This is an optimization exercise on Yosys and OpenROAD, whose aim is small area and few clock cycles, not a production implementation. Where RTL was checked, it was by simulation tests only, not by an equivalence proof against the original. Power figures rest on the tool's default switching activity, not on a simulated workload.

Setup of build 44:
==> flow/design.v (excerpt) <==
module nearest_neighbour_downscaler #(
	parameter int OUT_SIZE = nnd_pkg::OUT_SIZE_DEF,
	parameter int MAX_SOURCE_DIM = nnd_pkg::MAX_SOURCE_DIM_DEF
) (
	input  logic                            clk,
	input  logic                            arst_n,
	input  logic                            cfg_valid,
	output logic                            cfg_ready,
	input  logic [nnd_pkg::CFG_IDX_W-1:0]   cfg_index,
	input  logic [nnd_pkg::DIM_W-1:0]       cfg_data,
	input  logic                            in_valid,
	output logic                            in_ready,
	input  logic [nnd_pkg::OP_W-1:0]        operation,
	input  logic [nnd_pkg::CH_W-1:0]        red_in,
	input  logic [nnd_pkg::CH_W-1:0]        green_in,
	input  logic [nnd_pkg::CH_W-1:0]        blue_in,
	input  logic [nnd_pkg::CH_W-1:0]        alpha_in,
	output logic                            out_valid,
	input  logic                            out_ready,
	output logic [nnd_pkg::CH_W-1:0]        red_out,
	output logic [nnd_pkg::CH_W-1:0]        green_out,
	output logic [nnd_pkg::CH_W-1:0]        blue_out,
	output logic [nnd_pkg::CH_W-1:0]        alpha_out,
	output logic [nnd_pkg::OY_W-1:0]        out_column,
	output logic [nnd_pkg::OY_W-1:0]        out_line,
	output logic                            row_last,
	output logic                            replay_pending,
	output logic                            image_done
);
Size in the first run: roughly 2500 cells after synthesis, roughly 99 I/O pins.
export LEC_CHECK = 0
export CAP_MARGIN = 0
export CORE_MARGIN = 2
export CORE_UTILIZATION = 60
export SLEW_MARGIN = 0
export SYNTH_MEMORY_MAX_BITS = 16384
create_clock -name core_clock -period 10.0 [get_ports {clk}]
standard.sh (not shown) runs the stock make flow with config.mk's settings and CLKGATE_MAP_FILE= SYNTH_SCRIPT=/design/flow/synth_recipe.tcl, a recipe that flattens the netlist after the stock synthesis.
==> flow/flow/run.sh <==
#!/bin/bash
# Standard layout with two changes: the port buffers are buf_1 cells, and clock tree
# synthesis uses clkbuf_4 and clkbuf_8 clusters of at most 12 sinks without dummy loads.
set -euo pipefail
export BUFFER_PORTS_ARGS="-buffer_cell sky130_fd_sc_hd__buf_1"
export CTS_ARGS="-sink_clustering_enable -repair_clock_nets -sink_clustering_size 12 -sink_clustering_max_diameter 40 -buf_list \"sky130_fd_sc_hd__clkbuf_4 sky130_fd_sc_hd__clkbuf_8\" -dont_use_dummy_load"
bash standard.sh > standard.log 2>&1
> inputs changed (build 44 -> build 30)
==> flow/flow/run.sh <==
#!/bin/bash
# Standard layout with two changes: the port buffers are buf_1 cells, and clock tree
# synthesis uses clkbuf_8 clusters of at most 20 sinks without dummy loads.
set -euo pipefail
export BUFFER_PORTS_ARGS="-buffer_cell sky130_fd_sc_hd__buf_1"
export CTS_ARGS="-sink_clustering_enable -repair_clock_nets -sink_clustering_size 20 -sink_clustering_max_diameter 60 -buf_list sky130_fd_sc_hd__clkbuf_8 -dont_use_dummy_load"
bash standard.sh > standard.log 2>&1
==> comparison <==
- The run showing the greater first-pass GRT wire length is build 44.
- Diff build 44 and build 30: share of the core filled with cells lower in build 30
- For the combinational power share, build 30 came in 0.5 points higher than build 44 did.
- Build 44 → build 30: setup slack shrank by 0.027 ns, maximum frequency shows a reduction of 0.00068 GHz, overall global routing resource usage has decreased, share of the cycle needed by the critical path after routing now larger.
- | part of the total power dissipated in the clock network | build 30 vs build 44 | 4.8 points lower |
- Compared build 30 against build 44; power in sequential cells within noise.
### build 30 -> build 98
==> flow/flow/run.sh <==
#!/bin/bash
# Standard layout with two changes: the port buffers are buf_1 cells, and clock tree
# synthesis uses clkbuf_8 clusters of at most 18 sinks without dummy loads.
set -euo pipefail
export BUFFER_PORTS_ARGS="-buffer_cell sky130_fd_sc_hd__buf_1"
export CTS_ARGS="-sink_clustering_enable -repair_clock_nets -sink_clustering_size 18 -sink_clustering_max_diameter 50 -buf_list sky130_fd_sc_hd__clkbuf_8 -dont_use_dummy_load"
bash standard.sh > standard.log 2>&1
Notes after the runs:
Build 98: post-layout worst setup margin is 0.028 ns lower than what build 30 reported. Diff build 30..build 98 | total number of multi-input combinational cells | unchanged. Re quantity of I/O buffers inserted on ports: no difference whatsoever between build 98 and build 30.
No run of this note included a check of the RTL's function; only the layout flow was run.

---

== v6 ==
nearest_neighbour_downscaler, a different RTL version from the one above (not shown whole).
For scale: roughly 2500 cells after synthesis, roughly 99 I/O pins, roughly 55000 sq um of cells after synthesis.
export LEC_CHECK = 0
export CAP_MARGIN = 0
export CORE_MARGIN = 2
export CORE_UTILIZATION = 75
export CTS_BUF_LIST = sky130_fd_sc_hd__clkbuf_16
export CTS_CLUSTER_DIAMETER = 100
export CTS_CLUSTER_SIZE = 30
export SLEW_MARGIN = 0
export SYNTH_MEMORY_MAX_BITS = 16384
create_clock -name core_clock -period 10.0 [get_ports {clk}]
==> flow/flow/run.sh <==
#!/bin/bash
# Standard layout with two changes: the port buffers are buf_1 cells, and clock tree
# synthesis uses clkbuf_8 clusters of at most 16 sinks without dummy loads.
set -euo pipefail
export BUFFER_PORTS_ARGS="-buffer_cell sky130_fd_sc_hd__buf_1"
export CTS_ARGS="-sink_clustering_enable -repair_clock_nets -sink_clustering_size 16 -sink_clustering_max_diameter 50 -buf_list sky130_fd_sc_hd__clkbuf_8 -dont_use_dummy_load"
bash standard.sh > standard.log 2>&1
v6 ended with every stage complete and zero timing, DRC or antenna violations.
Testbench counts of v6, summed over its fixed seeds: cycles 685,379.
What v7 does differently from v6 at the input level:
Settings: clearing CTS_CLUSTER_SIZE, which used to be 30; clearing CTS_CLUSTER_DIAMETER, which used to be 100; swapping 75 for 60 in CORE_UTILIZATION; clearing CTS_BUF_LIST, which used to be sky130_fd_sc_hd__clkbuf_16.
==> flow/flow/run.sh <==
#!/bin/bash
# Standard layout with two changes: the port buffers are buf_1 cells, and clock tree
# synthesis uses clkbuf_8 clusters of at most 20 sinks without dummy loads.
set -euo pipefail
export BUFFER_PORTS_ARGS="-buffer_cell sky130_fd_sc_hd__buf_1"
export CTS_ARGS="-sink_clustering_enable -repair_clock_nets -sink_clustering_size 20 -sink_clustering_max_diameter 60 -buf_list sky130_fd_sc_hd__clkbuf_8 -dont_use_dummy_load"
bash standard.sh > standard.log 2>&1
Notes after the runs:
- v7 completed; timing, DRC and antenna clean
- | global routing usage summed across all routing layers | v7 vs v6 | 7.4 points lower |
- Taking v6 as the reference, in v7 non-clock buffer count has increased, power per cell area has decreased.

[afterwards: timing with drivers on the ports]
In the flow no input, the clock included, has a driving cell. The finished layouts below were timed again as built, in two steps.
Step 1: set_driving_cell puts a clkbuf_16 on clk and a buf_2 on each other input, an assumption about the parent block.
Step 2, shift: input delay + t, output delay - t, t = (earliest + latest rising clock arrival at the registers) / 2. This alone moves slack from input paths to output paths.
Slacks: ideal / step 1 / step 2; pairs: ideal / step 1.
run | shift t [ns] | setup slack, ns | worst setup path after step 2 | latest minus earliest clock arrival (ns) | worst slew at a driven data input, ns
build 44 | 0.863 | 3.764 / 3.721 / 3.739 | input to output | 0.085 / 0.085 | 0.05
build 30 | 0.797 | 3.737 / 3.712 / 3.712 | input to output | 0.082 / 0.083 | 0.05
build 98 | 0.843 | 3.710 / 3.684 / 3.684 | input to output | 0.098 / 0.097 | 0.05
v6 | 0.820 | 3.790 / 3.729 / 4.034 | input to output | 0.099 / 0.100 | 0.06
v7 | 0.820 | 3.596 / 3.534 / 3.977 | input to output | 0.086 / 0.085 | 0.06
After both steps setup and hold are still met in every run listed. The setup slack of build 98, which loses most, moves by -0.026 ns with the drivers and by -0.026 ns with both steps.
